Context: an optimization exercise on an open-source flow, tuned for small area, a short achievable clock period and few clock cycles per item. The choices shown serve that exercise and are no tape-out recipe.
RTL that was checked went through simulation tests only; none was proved equivalent to the original.

Design midpoint_ellipse_points, start of the top module:
module midpoint_ellipse_points #(
    parameter int COORD_BITS = COORD_BITS_DEFAULT
) (
    input  logic                  clk,
    input  logic                  rst_n,
    input  logic                  cfg_we,
    input  logic [CFG_IDX_W-1:0]  cfg_index,
    input  logic [RADIUS_W-1:0]   cfg_data,
    input  logic                  in_valid,
    output logic                  in_ready,
    input  logic [FIELD_W-1:0]    center_x,
    input  logic [FIELD_W-1:0]    center_y,
    input  logic [FIELD_W-1:0]    shift_x,
    output logic                  out_valid,
    input  logic                  out_ready,
    output logic [COORD_BITS-1:0] x_right,
    output logic [COORD_BITS-1:0] x_left,
    output logic [COORD_BITS-1:0] y_upper,
    output logic [COORD_BITS-1:0] y_lower,
    output logic                  last_point
);
Size in the first run: roughly 2200 cells after synthesis, roughly 310 flip-flops, roughly 88 I/O pins.
export LEC_CHECK = 0
export CAP_MARGIN = 20
export CORE_MARGIN = 2
export CORE_UTILIZATION = 40
export SLEW_MARGIN = 20
create_clock -name core_clock -period 9.0 [get_ports {clk}]
standard.sh (not shown) runs the stock make flow with config.mk's settings and CLKGATE_MAP_FILE= SYNTH_SCRIPT=/design/flow/synth_recipe.tcl, a recipe that flattens the netlist after the stock synthesis.
==> flow/flow/run.sh <==
#!/bin/bash
# The standard layout, with plain buffers on the ports instead of the delay cells
# buffer_ports picks by default, and timing repair aimed at a 3.6 ns period.
set -euo pipefail
export BUFFER_PORTS_ARGS="-buffer_cell sky130_fd_sc_hd__buf_2"
bash standard.sh SETUP_SLACK_MARGIN=5.4 finish > standard_flow.log 2>&1
The starting point finished clean.
Testbench counts at the start, summed over its fixed seeds: cycles 66,057, points 61,632.
Next try:
==> flow/flow/run.sh (replaced) <==
#!/bin/bash
# The standard layout, with plain buffers on the ports instead of the delay cells
# buffer_ports picks by default, and timing repair aimed at a 3.4 ns period.
set -euo pipefail
export BUFFER_PORTS_ARGS="-buffer_cell sky130_fd_sc_hd__buf_2"
bash standard.sh SETUP_SLACK_MARGIN=5.6 finish > standard_flow.log 2>&1
- CTS_BUF_LIST: unset -> sky130_fd_sc_hd__clkbuf_4 sky130_fd_sc_hd__clkbuf_8
The changed run produced a clean layout.
Count of clock-buffer cells in the layout rose by 41.
Worst setup slack improves by 0.089 ns.
Sequential share of layout area fell by 0.42 points.
Clock skew rose by 0.025 ns.
Utilization rose by 0.56 points.
Via count rose by 2.4%.
First-iteration DRC count rose by 2.2%.
Register-to-register slack improves by 0.09 ns.
Hold slack stays flat.
Next try:
- CTS_BUF_LIST: sky130_fd_sc_hd__clkbuf_4 sky130_fd_sc_hd__clkbuf_8 -> unset
- TNS_END_PERCENT: unset -> 0
Effect:
- The new run completed with no timing, DRC or antenna violations
- first-iteration DRC count drops by 17%
- cell area drops by 3.3%
- routed wire length came out lower by 2.8%
Next try:
- CORE_UTILIZATION: 40 -> 50
- TNS_END_PERCENT: 0 -> unset
=> Core utilization grows by 12 points; non-clock buffer count grows by 30; worst hold slack improves by 0.0065 ns; via count grows slightly; routed wire length grows by a few percent; cell area grows slightly.
Next try:
- CORE_UTILIZATION: 50 -> 40
The new run produced a clean layout.
Global-route usage falls by 6.1 points.
Routed wire length came out lower by 0.59%.
Critical path depth went up by 2.
Utilization goes down by 11 points.

JK:
midpoint_ellipse_points again, from the RTL that the note above started with.
clock: 9.0 ns
lec_check: 0
cap_margin: 20
core_margin: 2
core_utilization: 40
slew_margin: 20
==> flow/flow/run.sh <==
#!/bin/bash
# The standard layout, with plain buffers on the ports instead of the delay cells
# buffer_ports picks by default, and timing repair aimed at a 3.2 ns period.
set -euo pipefail
export BUFFER_PORTS_ARGS="-buffer_cell sky130_fd_sc_hd__buf_2"
bash standard.sh SETUP_SLACK_MARGIN=5.8 finish > standard_flow.log 2>&1
Testbench counts of JK, summed over its fixed seeds: cycles 66,057, points 61,632.
Input-level comparison between MS and JK:
- an added TNS_END_PERCENT of 20
==> flow/flow/run.sh <==
#!/bin/bash
# The standard layout, with plain buffers on the ports instead of the delay cells
# buffer_ports picks by default, and timing repair aimed at a 3.4 ns period.
set -euo pipefail
export BUFFER_PORTS_ARGS="-buffer_cell sky130_fd_sc_hd__buf_2"
bash standard.sh SETUP_SLACK_MARGIN=5.6 finish > standard_flow.log 2>&1
==> comparison <==
Compare JK and MS | post-detailed-routing wire length higher: JK
Compared MS against JK; minimum hold slack within noise.
STATUS global-route wire length before repair: MS wins against JK

== red ==
midpoint_ellipse_points, a different RTL version from the one above (not shown whole).
Size in the first run: about 2000 cells after synthesis, about 88 I/O pins.
==> flow/config.mk <==
export PLATFORM = sky130hd
export DESIGN_NAME = midpoint_ellipse_points
export DESIGN_NICKNAME = midpoint_ellipse_points
export VERILOG_FILES = /design/flow/design.v
export SDC_FILE = /design/flow/constraint.sdc
export NUM_CORES = 4
export LEC_CHECK = 0
export CAP_MARGIN = 20
export CORE_MARGIN = 2
export CORE_UTILIZATION = 40
export SETUP_SLACK_MARGIN = 5
export SLEW_MARGIN = 20
==> flow/constraint.sdc <==
create_clock -name core_clock -period 9.0 [get_ports {clk}]
set_input_delay 1.8000 -clock core_clock [delete_from_list [all_inputs] [get_ports {clk}]]
set_output_delay 1.8000 -clock core_clock [all_outputs]
set_load 0.01 [all_outputs]
==> flow/flow/run.sh <==
#!/bin/bash
set -euo pipefail
bash standard.sh SETUP_SLACK_MARGIN=5.8 finish > standard_flow.log 2>&1
Testbench counts of red, summed over its fixed seeds: cycles 66,057, points 61,632.
## Diff of input files: blue against red
==> flow/run.sh (new file) <==
#!/bin/bash
# synth_recipe.tcl (not shown) runs the flow's synth.tcl, then flattens the netlist and writes it again
# the make line also repeats each setting of config.mk as NAME=value (left out here)
make -C /OpenROAD-flow-scripts/flow DESIGN_CONFIG=/design/flow/config.mk WORK_HOME=/design/flow/orfs CLKGATE_MAP_FILE= SYNTH_SCRIPT=/design/flow/synth_recipe.tcl finish
removed: flow/flow/run.sh
removed: flow/standard.sh
==> run notes <==
Of red and blue, the run reporting the lower combined area of the multi-input logic cells was blue.
Number of buffers other than clock buffers in the final layout: blue lower than red
On blue: routed via count divided by cell count is 0.40% lower than what red gave.
Side by side, final design area excluding fillers turned out lower in blue than in red.
Compared to red, blue has layout cell share with drive strength beyond 1 9.4 points lower.
Per the comparison of blue with red, overall fraction of global-route tracks in use now sits lower; worst setup slack now sits lower.

Another version of the RTL of midpoint_ellipse_points (not shown whole).
Size: about 2300 cells after synthesis, roughly 88 I/O pins, roughly 22000 µm² of cells after synthesis.
clock: 9.0 ns
lec_check: 0
cap_margin: 20
core_margin: 2
core_utilization: 40
slew_margin: 20
==> flow/flow/run.sh <==
#!/bin/bash
# The standard layout, with plain buffers on the ports instead of the delay cells
# buffer_ports picks by default, and timing repair aimed at a 3.5 ns period.
set -euo pipefail
export BUFFER_PORTS_ARGS="-buffer_cell sky130_fd_sc_hd__buf_2"
bash standard.sh SETUP_SLACK_MARGIN=5.5 finish > standard_flow.log 2>&1
Then changed:
==> flow/flow/run.sh (replaced) <==
#!/bin/bash
# The standard layout, with plain buffers on the ports instead of the delay cells
# buffer_ports picks by default, and timing repair aimed at a 3.3 ns period.
set -euo pipefail
export BUFFER_PORTS_ARGS="-buffer_cell sky130_fd_sc_hd__buf_2"
bash standard.sh SETUP_SLACK_MARGIN=5.7 finish > standard_flow.log 2>&1
The changed run produced a clean layout.
Count of clock-buffer cells in the layout came out higher by 4.
Hold slack hardly moves.
Global-route usage came out higher by 0.18 points.
Wire length came out higher by 1.9%.
Setup slack degrades by 0.026 ns.
Function was not checked in any run of this note: the RTL went through the layout flow alone.

The RTL this note starts from:
==> flow/design.v <==
package mep_pkg;
    localparam int RADIUS_W = 5;
    localparam int FIELD_W  = 10;
    localparam int SQ_W     = 2 * RADIUS_W;
    localparam int M_W      = SQ_W + RADIUS_W;
    localparam int K_W      = 17;
    localparam int T_W      = 16;
    localparam int COORD_BITS_DEFAULT = 11;
    localparam int CFG_IDX_W = 1;
    localparam logic [RADIUS_W-1:0] RADIUS_X_RESET = 5'd5;
    localparam logic [RADIUS_W-1:0] RADIUS_Y_RESET = 5'd2;
endpackage
import mep_pkg::*;
module midpoint_ellipse_points #(
    parameter int COORD_BITS = COORD_BITS_DEFAULT
) (
    input  logic                  clk,
    input  logic                  rst_n,
    input  logic                  cfg_we,
    input  logic [CFG_IDX_W-1:0]  cfg_index,
    input  logic [RADIUS_W-1:0]   cfg_data,
    input  logic                  in_valid,
    output logic                  in_ready,
    input  logic [FIELD_W-1:0]    center_x,
    input  logic [FIELD_W-1:0]    center_y,
    input  logic [FIELD_W-1:0]    shift_x,
    output logic                  out_valid,
    input  logic                  out_ready,
    output logic [COORD_BITS-1:0] x_right,
    output logic [COORD_BITS-1:0] x_left,
    output logic [COORD_BITS-1:0] y_upper,
    output logic [COORD_BITS-1:0] y_lower,
    output logic                  last_point
);
    logic [RADIUS_W-1:0] ra_reg, rb_reg;
    always_ff @(posedge clk or negedge rst_n)
    begin
        if (!rst_n)
        begin
            ra_reg <= RADIUS_X_RESET;
            rb_reg <= RADIUS_Y_RESET;
        end
        else if (cfg_we)
        begin
            if (cfg_index == 1'b0) ra_reg <= cfg_data;
            else                   rb_reg <= cfg_data;
        end
    end
    logic                q_v, q_rdy;
    logic [2:0]          q_cnt;
    logic [FIELD_W-1:0]  q_cx, q_cy, q_sh;
    logic [SQ_W-1:0]     q_a2, q_b2;
    logic [RADIUS_W-1:0] q_b;
    logic signed [T_W-1:0] q_t;
    logic                load;
    assign in_ready = !q_v;
    assign q_rdy    = q_v && (q_cnt == 3'd5);
    always_ff @(posedge clk or negedge rst_n)
    begin
        if (!rst_n)
        begin
            q_v <= 1'b0;
        end
        else
        begin
            if (!q_v)      q_v <= in_valid;
            else if (load) q_v <= 1'b0;
        end
    end
    always_ff @(posedge clk)
    begin
        if (!q_v)
        begin
            q_cx  <= center_x;
            q_cy  <= center_y;
            q_sh  <= shift_x;
            q_a2  <= ra_reg * ra_reg;
            q_b2  <= rb_reg * rb_reg;
            q_b   <= rb_reg;
            q_cnt <= 3'd0;
            q_t   <= '0;
        end
        else if (q_cnt != 3'd5)
        begin
            q_cnt <= q_cnt + 3'd1;
            q_t   <= (q_t <<< 1) - (q_b[3'd4 - q_cnt] ? T_W'(q_a2) : T_W'(0));
        end
    end
    logic                       w_v, w_r2;
    logic [RADIUS_W-1:0]        w_ex, w_ey;
    logic signed [FIELD_W+1:0]  w_cxs;
    logic [FIELD_W-1:0]         w_cy;
    logic signed [K_W-1:0]      w_k, w_p, w_q;
    logic [SQ_W-1:0]            w_a2, w_b2;
    logic [SQ_W:0]              w_s;
    logic signed [T_W-1:0]      w_g;
    logic signed [SQ_W:0]       w_c;
    logic o_v;
    logic out_en, cont1, ey0, trans, last, emit, step_s;
    assign cont1  = w_g[T_W-1];
    assign ey0    = (w_ey == '0);
    assign trans  = w_v && !w_r2 && !cont1 && !ey0;
    assign last   = ey0 && (w_r2 || !cont1);
    assign out_en = !o_v || out_ready;
    assign emit   = w_v && !trans && out_en;
    assign load   = q_rdy && (!w_v || (emit && last));
    assign step_s  = w_k[K_W-1] ^ w_r2;
    logic signed [K_W-1:0] a2_k, b2_k, t_k;
    assign a2_k = K_W'(q_a2);
    assign b2_k = K_W'(q_b2);
    assign t_k  = K_W'(q_t);
    logic signed [K_W-1:0] inc_p, inc_q;
    assign inc_p = w_r2 ? K_W'(w_a2) << 1 : K_W'(w_b2) << 1;
    assign inc_q = step_s ? inc_p : K_W'(w_s) << 1;
    always_ff @(posedge clk or negedge rst_n)
    begin
        if (!rst_n)
        begin
            w_v <= 1'b0;
        end
        else if (load)
        begin
            w_v <= 1'b1;
        end
        else if (emit && last)
        begin
            w_v <= 1'b0;
        end
    end
    always_ff @(posedge clk)
    begin
        if (load)
        begin
            w_r2  <= 1'b0;
            w_ex  <= '0;
            w_ey  <= q_b;
            w_cxs <= {{2{q_cx[FIELD_W-1]}}, q_cx} + {2'b00, q_sh};
            w_cy  <= q_cy;
            w_a2  <= q_a2;
            w_b2  <= q_b2;
            w_s   <= {1'b0, q_a2} + {1'b0, q_b2};
            w_g   <= q_t;
            w_c   <= (SQ_W+1)'(3 * (q_b2 >> 2)) - (SQ_W+1)'(q_a2 >> 2)
                     + (SQ_W+1)'({q_b2[0], 1'b0}) - (SQ_W+1)'(1);
            w_k   <= b2_k + t_k + K_W'(q_a2 >> 2);
            w_p   <= (b2_k << 1) + b2_k;
            w_q   <= (a2_k << 1) + (b2_k << 1) + b2_k + (t_k <<< 1);
        end
        else if (trans)
        begin
            w_r2 <= 1'b1;
            w_k  <= w_k - w_p + (w_q >>> 1) + K_W'(w_c);
            w_p  <= w_q - w_p + K_W'(w_a2);
            w_q  <= w_q + K_W'(w_a2) - K_W'(w_b2);
        end
        else if (emit && !last)
        begin
            w_k <= w_k + (step_s ? w_p : w_q);
            w_p <= w_p + inc_p;
            w_q <= w_q + inc_q;
            w_g <= w_g + (step_s ? T_W'(w_b2) : T_W'(w_s));
            if (!w_r2)
            begin
                w_ex <= w_ex + 1'b1;
                if (!step_s) w_ey <= w_ey - 1'b1;
            end
            else
            begin
                w_ey <= w_ey - 1'b1;
                if (!step_s) w_ex <= w_ex + 1'b1;
            end
        end
    end
    logic signed [FIELD_W+1:0] xr_s, xl_s;
    logic [COORD_BITS-1:0]     x_right_reg, x_left_reg, y_upper_reg, y_lower_reg;
    logic                      last_point_reg;
    assign xr_s = w_cxs + {7'b0, w_ex};
    assign xl_s = w_cxs - {7'b0, w_ex};
    function automatic logic [COORD_BITS-1:0] sat_hi(input logic signed [FIELD_W+1:0] v);
        if (!v[FIELD_W+1] && v[FIELD_W]) sat_hi = {1'b0, {(COORD_BITS-1){1'b1}}};
        else                             sat_hi = v[COORD_BITS-1:0];
    endfunction
    always_ff @(posedge clk or negedge rst_n)
    begin
        if (!rst_n)
        begin
            o_v <= 1'b0;
        end
        else
        begin
            o_v <= emit || (o_v && !out_ready);
        end
    end
    always_ff @(posedge clk)
    begin
        if (emit)
        begin
            x_right_reg    <= sat_hi(xr_s);
            x_left_reg     <= sat_hi(xl_s);
            y_upper_reg    <= {w_cy[FIELD_W-1], w_cy} + {6'b0, w_ey};
            y_lower_reg    <= {w_cy[FIELD_W-1], w_cy} - {6'b0, w_ey};
            last_point_reg <= last;
        end
    end
    assign out_valid  = o_v;
    assign x_right    = x_right_reg;
    assign x_left     = x_left_reg;
    assign y_upper    = y_upper_reg;
    assign y_lower    = y_lower_reg;
    assign last_point = last_point_reg;
endmodule
clock: 9.0 ns
lec_check: 0
cap_margin: 20
core_margin: 2
core_utilization: 40
slew_margin: 20
==> flow/flow/run.sh <==
#!/bin/bash
# The standard layout, with plain buffers on the ports instead of the delay cells
# buffer_ports picks by default, and timing repair aimed at a 3.4 ns period.
set -euo pipefail
export BUFFER_PORTS_ARGS="-buffer_cell sky130_fd_sc_hd__buf_2"
bash standard.sh SETUP_SLACK_MARGIN=5.6 finish > standard_flow.log 2>&1
The baseline finished clean.
Testbench counts at the start, summed over its fixed seeds: cycles 63,926, points 61,632.
Next try:
==> flow/run.sh (new file) <==
#!/bin/bash
# synth_recipe.tcl (not shown) runs the flow's synth.tcl, then flattens the netlist and writes it again
# the make line also repeats each setting of config.mk as NAME=value (left out here)
make -C /OpenROAD-flow-scripts/flow DESIGN_CONFIG=/design/flow/config.mk WORK_HOME=/design/flow/orfs CLKGATE_MAP_FILE= SYNTH_SCRIPT=/design/flow/synth_recipe.tcl finish
--- a/flow/config.mk
+++ b/flow/config.mk
@@ -9,3 +9,4 @@
 export CORE_MARGIN = 2
 export CORE_UTILIZATION = 40
+export SETUP_SLACK_MARGIN = 5
 export SLEW_MARGIN = 20
removed: flow/flow/run.sh
removed: flow/standard.sh
Effect: Design area is lower by 4.6%; sequential cell count is unchanged; core utilization is lower by 2.2 points; non-clock buffer count is lower by 75; global-route usage is lower by 0.15 points.

[afterwards: timing with drivers on the ports]
How much do the figures lean on ideal ports? The routed layouts below were timed once more, with nothing changed but the port constraints. Step 1, drivers: a clkbuf_16 drives clk and a buf_2 each remaining input, both assumed. Step 2, shift: input delay + t, output delay - t, t = (earliest + latest rising clock arrival at the registers) / 2. This alone moves slack from input paths to output paths. Three values: no drivers, after step 1, after step 2; two values: the first two.
| run | t, ns | slack for setup (ns) | worst hold slack (ns) | worst setup path at the end | cell pins on the clock port's net |
|---|---|---|---|---|---|
| the first run of note 1 | 0.615 | 5.258 / 5.258 / 4.943 | 0.418 / 0.418 / 0.418 | input to register | 1 |
| the second run of note 1 | 0.713 | 5.347 / 5.347 / 5.032 | 0.417 / 0.417 / 0.417 | input to register | 1 |
| the third run of note 1 | 0.615 | 5.247 / 5.247 / 4.769 | 0.417 / 0.417 / 0.417 | input to register | 1 |
| the fourth run of note 1 | 0.611 | 5.343 / 5.343 / 5.039 | 0.424 / 0.424 / 0.424 | input to register | 1 |
| the fifth run of note 1 | 0.612 | 5.422 / 5.422 / 5.061 | 0.417 / 0.417 / 0.417 | input to register | 1 |
| JK | 0.608 | 5.318 / 5.318 / 5.184 | 0.416 / 0.416 / 0.416 | input to register | 1 |
| MS | 0.606 | 5.345 / 5.345 / 5.147 | 0.417 / 0.417 / 0.417 | input to register | 1 |
| red | 0.605 | 4.873 / 4.873 / 4.873 | 0.416 / 0.416 / 0.416 | register to register | 1 |
| blue | 0.599 | 4.719 / 4.719 / 4.516 | 0.422 / 0.422 / 0.422 | input to register | 1 |
| the first run of note 4 | 0.603 | 5.259 / 5.259 / 4.945 | 0.417 / 0.417 / 0.417 | input to register | 1 |
| the second run of note 4 | 0.615 | 5.232 / 5.232 / 5.213 | 0.416 / 0.416 / 0.416 | input to register | 1 |
| the first run of note 5 | 0.595 | 4.926 / 4.926 / 4.926 | 0.415 / 0.415 / 0.415 | register to register | 1 |
| the second run of note 5 | 0.655 | 5.026 / 5.026 / 4.494 | 0.421 / 0.421 / 0.421 | input to register | 1 |
After both steps every run listed still meets setup and hold. For the second run of note 5, which loses most, drivers alone change the setup slack by 0.000 ns; drivers and shift together by -0.532 ns.
